Context: an optimization exercise on an open-source flow, tuned for small area and a short achievable clock period. The choices shown serve that exercise and are no tape-out recipe.
In this exercise RTL edits were held to simulation tests only and were not proved equivalent to the original.
No activity file was given, so power comes from the tool's default toggle rates.

**design/flow/run.sh**
```bash
#!/bin/bash
# synth_recipe.tcl (not shown) runs the flow's synth.tcl, then flattens the netlist and writes it again
# the make line also repeats each setting of config.mk as NAME=value (left out here)
make -C /OpenROAD-flow-scripts/flow DESIGN_CONFIG=/design/flow/config.mk WORK_HOME=/design/flow/orfs CLKGATE_MAP_FILE= SYNTH_SCRIPT=/design/flow/synth_recipe.tcl finish
```
**design/flow/config.mk**
```make
export PLATFORM = sky130hd
export DESIGN_NAME = controller_datapath
export DESIGN_NICKNAME = controller_datapath
export VERILOG_FILES = /design/flow/design.v
export SDC_FILE = /design/flow/constraint.sdc
export NUM_CORES = 4
export LEC_CHECK = 0
export CAP_MARGIN = 20
export CORE_MARGIN = 2
export CORE_UTILIZATION = 40
export SETUP_SLACK_MARGIN = 3.0
export SLEW_MARGIN = 20
```
**design/flow/constraint.sdc**
```tcl
create_clock -name core_clock -period 7.5 [get_ports {clk}]
set_input_delay 1.5000 -clock core_clock [delete_from_list [all_inputs] [get_ports {clk}]]
set_output_delay 1.5000 -clock core_clock [all_outputs]
set_load 0.01 [all_outputs]
```
**design/flow/design.v**
```verilog
package controller_datapath_pkg;
  localparam int DATA_W = 16;
  localparam logic [3:0] OP_HALT  = 4'h0;
  localparam logic [3:0] OP_ADD   = 4'h1;
  localparam logic [3:0] OP_SUB   = 4'h2;
  localparam logic [3:0] OP_AND   = 4'h3;
  localparam logic [3:0] OP_OR    = 4'h4;
  localparam logic [3:0] OP_XOR   = 4'h5;
  localparam logic [3:0] OP_JMP   = 4'h8;
  localparam logic [3:0] OP_BEQZ  = 4'h9;
  localparam logic [3:0] OP_LDI   = 4'hA;
  localparam logic [3:0] OP_PUSHI = 4'hB;
  localparam logic [3:0] OP_POP   = 4'hC;
  localparam logic [3:0] OP_PUSH  = 4'hD;
  localparam logic [3:0] OP_SADD  = 4'hE;
  typedef enum logic [1:0] {
    MEMIN_IMM = 2'b00,
    MEMIN_REG = 2'b01,
    MEMIN_SUM = 2'b10
  } memin_e;
  typedef enum logic [1:0] {
    SPI_HOLD = 2'b00,
    SPI_INC  = 2'b01,
    SPI_DEC  = 2'b10
  } spi_e;
endpackage
module cd_control (
  input  logic [3:0] op,
  output logic       is_halt,
  output logic       is_alu,
  output logic       is_sub,
  output logic       is_jmp,
  output logic       is_beqz,
  output logic       is_ldi,
  output logic       is_push,
  output logic       is_pushr,
  output logic       is_pop,
  output logic       is_sadd
);
  assign is_halt  = (op == controller_datapath_pkg::OP_HALT);
  assign is_alu   = (op >= controller_datapath_pkg::OP_ADD) && (op <= controller_datapath_pkg::OP_XOR);
  assign is_sub   = (op == controller_datapath_pkg::OP_SUB);
  assign is_jmp   = (op == controller_datapath_pkg::OP_JMP);
  assign is_beqz  = (op == controller_datapath_pkg::OP_BEQZ);
  assign is_ldi   = (op == controller_datapath_pkg::OP_LDI);
  assign is_push  = (op == controller_datapath_pkg::OP_PUSHI) || (op == controller_datapath_pkg::OP_PUSH);
  assign is_pushr = (op == controller_datapath_pkg::OP_PUSH);
  assign is_pop   = (op == controller_datapath_pkg::OP_POP);
  assign is_sadd  = (op == controller_datapath_pkg::OP_SADD);
endmodule
module controller_datapath #(
  parameter int NREG   = 16,
  parameter int SDEPTH = 16
) (
  input  logic        clk,
  input  logic        reset,
  input  logic [15:0] isr,
  input  logic        stall,
  output logic [15:0] pcout,
  output logic [15:0] tos,
  output logic        halted,
  output logic        err
);
  localparam int DW  = controller_datapath_pkg::DATA_W;
  localparam int SPW = $clog2(SDEPTH + 1);
  logic [3:0]    op, fa, fb, fc;
  logic          is_halt, is_alu, is_sub, is_jmp, is_beqz, is_ldi;
  logic          is_push, is_pushr, is_pop, is_sadd;
  logic [DW-1:0] regs [NREG];
  logic [NREG-1:0] rvalid;
  logic [DW-1:0] arr [SDEPTH-1];
  logic [DW-1:0] tos_q;
  logic [SPW-1:0] sp;
  logic [DW-1:0] rega, regb, regc, sec_val, alu_r, reg_wdata, push_val, pc_next;
  logic          run, sp_empty, sp_full, sp_ge2, stk_err;
  assign op = isr[15:12];
  assign fa = isr[11:8];
  assign fb = isr[7:4];
  assign fc = isr[3:0];
  cd_control u_ctrl (
    .op      (op),
    .is_halt (is_halt),
    .is_alu  (is_alu),
    .is_sub  (is_sub),
    .is_jmp  (is_jmp),
    .is_beqz (is_beqz),
    .is_ldi  (is_ldi),
    .is_push (is_push),
    .is_pushr(is_pushr),
    .is_pop  (is_pop),
    .is_sadd (is_sadd)
  );
  logic [3:0] fab;
  assign fab = op[3] ? fa : fb;
  always_comb begin
    regb = '0;
    regc = '0;
    for (int i = 0; i < NREG; i++) begin
      if (fab == 4'(i) && rvalid[i]) regb = regb | regs[i];
      if (fc == 4'(i) && rvalid[i]) regc = regc | regs[i];
    end
  end
  assign rega = regb;
  always_comb begin
    sec_val = '0;
    for (int i = 0; i < SDEPTH - 1; i++)
      if (sp == SPW'(i + 2)) sec_val = sec_val | arr[i];
  end
  assign sp_empty = (sp == '0);
  assign sp_full  = (sp == SPW'(SDEPTH));
  assign sp_ge2   = !sp_empty && (sp != SPW'(1));
  assign stk_err  = (is_push && sp_full) || (is_pop && sp_empty) || (is_sadd && !sp_ge2);
  always_comb begin
    logic [DW-1:0] y, s;
    y = is_sub ? ~regc : regc;
    s = regb + y + DW'(is_sub);
    case (op[2:0])
      3'd3:    alu_r = regb & regc;
      3'd4:    alu_r = regb | regc;
      3'd5:    alu_r = regb ^ regc;
      default: alu_r = s;
    endcase
  end
  assign reg_wdata = is_pop ? tos_q : (is_ldi ? {8'h00, isr[7:0]} : alu_r);
  assign push_val  = is_pushr ? rega : {4'h0, isr[11:0]};
  always_comb begin
    pc_next = pcout + 16'd1;
    if (is_jmp)                      pc_next = {4'h0, isr[11:0]};
    else if (is_beqz && rega == '0)  pc_next = {8'h00, isr[7:0]};
    else if (is_halt)                pc_next = pcout;
  end
  assign run = !halted && !stall;
  assign tos = tos_q;
  always_ff @(posedge clk or posedge reset) begin
    if (reset) begin
      pcout  <= '0;
      sp     <= '0;
      halted <= 1'b0;
      err    <= 1'b0;
      tos_q  <= '0;
      rvalid <= '0;
    end else if (run) begin
      pcout <= pc_next;
      if (is_halt) halted <= 1'b1;
      if (stk_err) err <= 1'b1;
      if (is_alu || is_ldi || is_pop) rvalid[fa] <= 1'b1;
      if (is_push && !sp_full) begin
        tos_q <= push_val;
        sp    <= sp + SPW'(1);
      end
      if (is_pop && !sp_empty) begin
        tos_q <= sec_val;
        sp    <= sp - SPW'(1);
      end
      if (is_sadd && sp_ge2) begin
        tos_q <= tos_q + sec_val;
        sp    <= sp - SPW'(1);
      end
    end
  end
  always_ff @(posedge clk) begin
    if (run) begin
      if (is_alu || is_ldi || is_pop) regs[fa] <= reg_wdata;
      for (int i = 0; i < SDEPTH - 1; i++)
        if (is_push && sp == SPW'(i + 1)) arr[i] <= tos_q;
    end
  end
endmodule
```
==> impl_metrics.toml, run 1 <==
[final_layout]
syn_to_final_growth_pct = 26.5
fillCellCount = 5486
final_nets = 2395
fin_area_sq_um = 33100
drive_gt1_share_pct = 25.1
final_common_cell = "edfxtp_1"
final_cell_mix = "496 x edfxtp_1, 229 x a22oi_1, 195 x buf_4, 136 x nand2_1, 65 x nor2_1"
multi_input_area_sq_um = 10500
register_area_sq_um = 16300
fin_util_pct = 51.3

[global_routing]
grt_usage_pct = 29.2
grt_max_degree = 56
grt_pass1_wl_um = 143000
antenna_found_initial = 1
grt_overflow = 0
first_global_vias = 20432

[floorplanning]
die_area_sq_um = 67400
core_area_sq_um = 64500
num_rows = 93
die_x_um = 260
start_util_pct = 40.5
dieHeight_um = 260
pin_count = 53

[sta]
post-route-period-util_pct = 68.6
slew_headroom_pct = 13.9
fin_crit_ps = 5140
fin_setup_tns_ps = 0
tightest_slew_ps = 1290
finalWorstSetupSlack_ps = 2360
finalHoldViolations = 0
skew_ps = 36.8
setup_viol = 0
max_freq_ghz = 0.194
grt_setup_unrepaired = "yes"
drv_slew = 0

[worst_setup_path]
critical-path-max-stage-delay_ps = 410
cpMostUsedCell = "nor2_1"
cp_max_fo = 16
startpoint_type = "input port"
worstPathCellList = "buf_16 > and3b_2 > o221a_4 > a22o_1 > a221o_1 > nor4_4 > inv_2 > fa_2 > a21o_1 > a21oi_2 > nor2b_1 > o21a_1 > o22ai_2 > buf_4 > buf_6 > nor2_1 > nor2_1 > xor2_1 > nand2_1 > a22o_4"
endpoint_kind = "flop"
crit_arrival_ps = 5480
worstReg2RegStart = "rvalid[6]"
worstSetupStartpoint = "isr[15]"
cp_slowest_cell = "fa_2"
critPathRequiredTime_ps = 7840
crit_type = "in2reg"

[synth]
synthFlopType = "edfxtp_1"
syn_area_per_cell_sq_um = 12.7
async_flop_share_pct = 9.98
synthTopCellsByArea = "edfxtp_1 57%, a22oi_1 6.8%, dfrtp_1 5.3%"
synth_top_cell_by_area = "edfxtp_1"
seq_area_frac_synth_pct = 62.3
synth_fp_nets = 2146
syn_inst = 2052
synth_top_area_share_pct = 57.0
synth-edff-count = 496
yosysUniqueCellTypes = 76
ys_ff_latch = 551
netlist_area_sq_um = 26100
ys.warnings.count = 2

[placed_design]
place_area_sq_um = 28300
place_congestion = 0.982
post-place-ws_ps = 541
io_buffers = 52
hpwl_um = 62700

[clock_tree]
postCtsHoldBufs = 0
cts_buffers = 57
ctsHtreeMaxLevel = 2
clock_latency_ps = 640
cts.sinks = 551
clk_pin_slew_ps = 60
clockBufferDepth = 3
cts_tree = "built"
cts-root-buf = "clkbuf_16"

[status]
status = "timing/DRC/antenna clean"

[detailed_routing]
wl_per_cell_um = 31.5
dr.pass1.iters = 8
vias = 20965
viasPerCell = 6.54
drc = 0
totalWireLength_um = 101000
drtIter0Drc = 3791
ant_nets = 0

[job]
max_cap_violations = 0

[hold_path]
min_path_type = "reg2reg"
min-delay-start = "pcout[15]"

[power_and_ir_drop]
pwr_density_cell_nw_per_um2 = 199
p_leak_nw = 12.7
power_mw = 6.58
vdd_drop_max_uv = 208
==> cell type report <==
| class | count | area share (%) |
|---|---|---|
| multi-input combinational | 1314 | 31.8 |
| antenna | 1 | 0.00757 |
| tap | 855 | 3.24 |
| clock inverter | 42 | 1.34 |
| timing repair buffer | 318 | 9.28 |
| sequential | 551 | 49.2 |
| clock buffer | 64 | 4.39 |
| inverter | 59 | 0.670 |
==> critical path: cells and delay by family <==
kind	cells	cell delay, ps
fa+ha+maj	1	410
buf+inv	4	450
xor+xnor	1	200
compound gates	8	1950
simple gates	6	940
==> logic make-up (layout without fill, tap and decap cells) <==
family                   Yosys count  count (layout)  synth area share (%)
multiplexers                      11              11                 0.421
adder cells (fa/ha/maj)           75              75                  3.65
other                              0               1                     0
buffers and inverters            192             483                  3.00
XOR/XNOR                          44              44                  1.47
flip-flops                       551             551                  62.3
AND/OR/NAND/NOR                  515             515                  10.3
AO/OA/AOI/OAI                    664             669                  18.9
==> per-stage QoR <==
| step | hold WS [ps] | cells |
|---|---|---|
| after global routing | 559 | 3203 |
| after CTS | 535 | 3169 |
| after detailed placement | 521 | 2932 |
| final | 537 | 3204 |
| after floorplan | 468 | 2052 |
| after global placement | 514 | 2932 |
==> registers in the layout (all words and copies together) (netlist names) <==
name,cells
tos_q,16
halted,1
sp,5
err,1
rvalid,16
arr,240
regs,256
pcout,16
==> per-layer routing <==
layer | vias to the layer above | share of wire (%) | wire [um] | track usage, %
met5 | - | 0 | 0 | 0
met4 | 0 | 5.8 | 5830 | 14.7
met3 | 364 | 10 | 10600 | 6.13
met2 | 1445 | 46 | 46800 | 47.7
met1 | 10388 | 37 | 37800 | 36.7
li1 | 8768 | - | - | -
==> cells in the mapped netlist (6+ instances only) <==
library cell,instances
a211oi_1,7
a21o_1,28
a21oi_1,58
a221oi_1,35
a222oi_1,30
a22o_1,47
a22oi_1,237
a31oi_1,9
a32o_1,9
a32oi_1,12
and2_1,13
and3_1,50
and3b_1,9
and4_1,8
buf_2,12
clkbuf_1,109
dfrtp_1,55
edfxtp_1,496
ha_1,73
inv_1,59
mux2i_1,11
nand2_1,149
nand2b_1,12
nand3_1,39
nand3b_1,10
nand4_1,30
nand4b_1,12
nor2_1,79
nor2b_1,12
nor3_1,40
nor3b_1,9
nor4_1,10
o211ai_1,27
o21a_1,9
o21ai_0,81
o221a_2,6
o221ai_1,13
o22ai_1,8
or2_2,7
or3_1,7
xnor2_1,29
xor2_1,15
==> final timing paths <==
check	to	slack, ps	cells after the start
worst max-delay path	regs[3][10]	2360	20
worst min-delay path	pcout[15]	540	1
worst max register to register	regs[3][10]	2870	19
worst min register to register	pcout[15]	540	1
max in group asynchronous	tos_q[11]	5550	3
min in group asynchronous	pcout[14]	1420	3
==> report_power, final <==
part	leakage (nW)	total, mW	internal, mW	switching (mW)
clock network	0.905	2.88	1.65	1.23
registers	5.62	3.36	3.35	0.00958
logic	6.13	0.341	0.127	0.214
==> what timing repair did <==
item,in CTS,in global routing
endpoints found under the setup margin,371,258
pin swaps,81,49
resized for setup,312,72
cloned,9,3
buffers inserted,122,31
==> inputs of run 2 (changes only) <==
--- a/design/flow/config.mk
+++ b/design/flow/config.mk
@@ -8,5 +8,4 @@
 export CAP_MARGIN = 20
 export CORE_MARGIN = 2
 export CORE_UTILIZATION = 40
-export SETUP_SLACK_MARGIN = 3.0
 export SLEW_MARGIN = 20
==> impl_metrics.toml, run 2 <==
[sta]
grt_setup_unrepaired = "no"
slew_headroom_pct = 25.5
max_freq_ghz = 0.146
finalHoldViolations = 0
fin_crit_ps = 6830
setup_viol = 0
fin_setup_tns_ps = 0
post-route-period-util_pct = 91.0
whs_ps = 535
tightest_slew_ps = 1110
skew_ps = 25.7
finalWorstSetupSlack_ps = 673
drv_slew = 0

[worst_setup_path]
startpoint_type = "input port"
crit_arrival_ps = 7110
crit_type = "in2reg"
worstPathCellList = "clkdlybuf4s50_1 > and3_1 > nor2_1 > o32ai_1 > or4_1 > nor4_1 > nor2_1 > fa_1 > a21o_1 > a21oi_1 > nor2b_1 > o21a_1 > o22ai_1 > o211ai_1 > a41oi_1 > xor2_1 > nor4_1 > a211o_1"
critPathRequiredTime_ps = 7790
crit_family = "simple AND/OR/NAND/NOR gates"
endpoint_kind = "flop"
crit_buf_inv = 1
cp_slowest_cell = "clkdlybuf4s50_1"
cp_max_fo = 16
critical-path-max-stage-delay_ps = 750

[status]
status = "timing/DRC/antenna clean"

[global_routing]
grt_usage_pct = 28.6
grt_max_degree = 56
grt_pass1_wl_um = 139000
first_global_vias = 19807
grt_overflow = 0
antenna_found_initial = 0

[floorplanning]
die_x_um = 260
num_rows = 93
pin_count = 53
start_util_pct = 40.5
dieHeight_um = 260
die_area_sq_um = 67400
core_area_sq_um = 64500

[final_layout]
fin_util_pct = 46.8
register_area_sq_um = 16300
fillCellCount = 5745
final_cell_mix = "496 x edfxtp_1, 237 x a22oi_1, 149 x nand2_1, 133 x buf_4, 79 x nor2_1"
drive_gt1_share_pct = 11.8
multi_input_area_sq_um = 9160
syn_to_final_growth_pct = 15.5
final_nets = 2257
final_common_cell = "edfxtp_1"
largest_reg_flops = 256
fin_area_sq_um = 30200
num_antenna_cells = 0
top_register = "regs"
largestRegisters = "regs: 256 flops, arr: 240 flops"

[power_and_ir_drop]
pwr_density_cell_nw_per_um2 = 217
vdd_drop_max_uv = 161
p_leak_nw = 11.4

[synth]
synth_xor_area_share_pct = 1.47
synth_top_cell_by_area = "edfxtp_1"
netlist_area_sq_um = 26100
synth_top_area_share_pct = 57.0
yosysMostFrequentCell = "edfxtp_1"
synth_fa_ha_area_share_pct = 3.65
seq_area_frac_synth_pct = 62.3
syn_inst = 2052
synthMuxAreaShare_pct = 0.421
ys_ff_latch = 551
ys.warnings.count = 2
synth_compound_area_share_pct = 18.9
yosys-top-cells-count = "496 x edfxtp_1, 237 x a22oi_1, 149 x nand2_1"
synthTopCellsByArea = "edfxtp_1 57%, a22oi_1 6.8%, dfrtp_1 5.3%"
synth_top_family_by_area = "compound AO/OA/AOI/OAI gates"
yosysUniqueCellTypes = 76
synth-edff-count = 496
async_flop_share_pct = 9.98
synthSimpleGateAreaFrac_pct = 10.3
synthFlopType = "edfxtp_1"
synth_fp_nets = 2146
syn_area_per_cell_sq_um = 12.7

[detailed_routing]
totalWireLength_um = 97300
drtIter0Drc = 3314
drc = 0
wl_per_cell_um = 31.8
dr.pass1.iters = 8
viasPerCell = 6.60
ant_nets = 0
vias = 20218

[placed_design]
post-place-ws_ps = 225
hpwl_um = 64600
place_area_sq_um = 28200
io_buffers = 52
place_congestion = 1.03

[clock_tree]
post_cts_resized = 0
cts.sinks = 551
postCtsHoldBufs = 0
clockBufferDepth = 3
post-cts-setup-buffer-count = 0
cts-root-buf = "clkbuf_16"
clk_pin_slew_ps = 60
ctsHtreeMaxLevel = 2
cts_tree = "built"
cts_buffers = 56
clock_latency_ps = 630

[job]
max_cap_violations = 0

[hold_path]
min_path_type = "reg2reg"
-- run 2: changes by cell type in the layout (fill, tap and decap cells not counted), sizes merged, moves of 2 or more --
cell / previous run / this run
clkbuf: 66 / 71
clkinv: 24 / 15
buf: 276 / 135
clkinvlp: 6 / 4
a22o: 49 / 47
clkdlybuf4s50: 39 / 51
-- run 2: layout make-up --
class                   instances  area share [%]
inverters                      59           0.734
clock inverters                32            1.35
multi-input cells            1309            30.4
clock buffers                  71            5.04
flip-flops and latches        551            53.9
repair buffers                186            5.03
well taps                     855            3.55
-- run 2: per-stage QoR --
step | std cells | total power [mW]
floorplan | 2052 | 3.56
global route | 3063 | 6.72
CTS | 3062 | 6.58
finish | 3063 | 6.56
detailed placement | 2959 | 3.67
global placement | 2959 | 3.66
-- run 2: power breakdown --
| group | internal [mW] | switching, mW | total (mW) |
|---|---|---|---|
| combinational | 0.0772 | 0.179 | 0.256 |
| clock | 1.72 | 1.23 | 2.95 |
| sequential | 3.35 | 0.00932 | 3.36 |
-- run 2: final timing paths --
kind | startpoint | end | slack, ps | cells after the start
worst max-delay path | isr[8] | regs[2][14] | 670 | 18
worst min-delay path | pcout[15] | pcout[15] | 530 | 1
worst max register to register | rvalid[6] | regs[2][14] | 2000 | 17
worst min register to register | pcout[15] | pcout[15] | 530 | 1
max in group asynchronous | reset | tos_q[13] | 5560 | 3
min in group asynchronous | reset | pcout[15] | 1420 | 3
-- run 2: kinds of logic after synthesis --
kind of cell | count (synthesis)
mux | 11
simple gates | 515
flops | 551
buf+inv | 192
compound gates | 664
fa+ha+maj | 75
xor+xnor | 44
-- run 2: per-layer routing --
metal	GRT usage, %	up-vias	share of wire (%)	wire, um
met5	0	-	0	0
met4	14.5	0	5.5	5390
met3	4.93	344	8.9	8670
met2	46.8	1302	47	45700
met1	36.6	10110	39	37400
li1	-	8462	-	-

what the ideal ports hide:
Ports are ideal in the flow. The routed layouts listed here were re-timed in OpenROAD. Step 1, drivers: a clkbuf_16 drives clk and a buf_2 each remaining input, both assumed. Step 2 moves the port delays by t, midway between the first and last clock arrival at a register: inputs arrive t later, outputs are due t later. That takes back most of the time a late clock gives input paths. Three values: no drivers, after step 1, after step 2; two values: the first two.
run | t, ns | setup slack, ns | pins driven straight from the clock port
run 1 | 0.680 | 2.358 / 2.208 / 1.528 | 1
run 2 | 0.677 | 0.673 / 0.711 / 0.034 | 1
After both steps setup and hold are still met in every run listed. The setup slack of run 1, which loses most, moves by -0.150 ns with the drivers and by -0.830 ns with both steps.
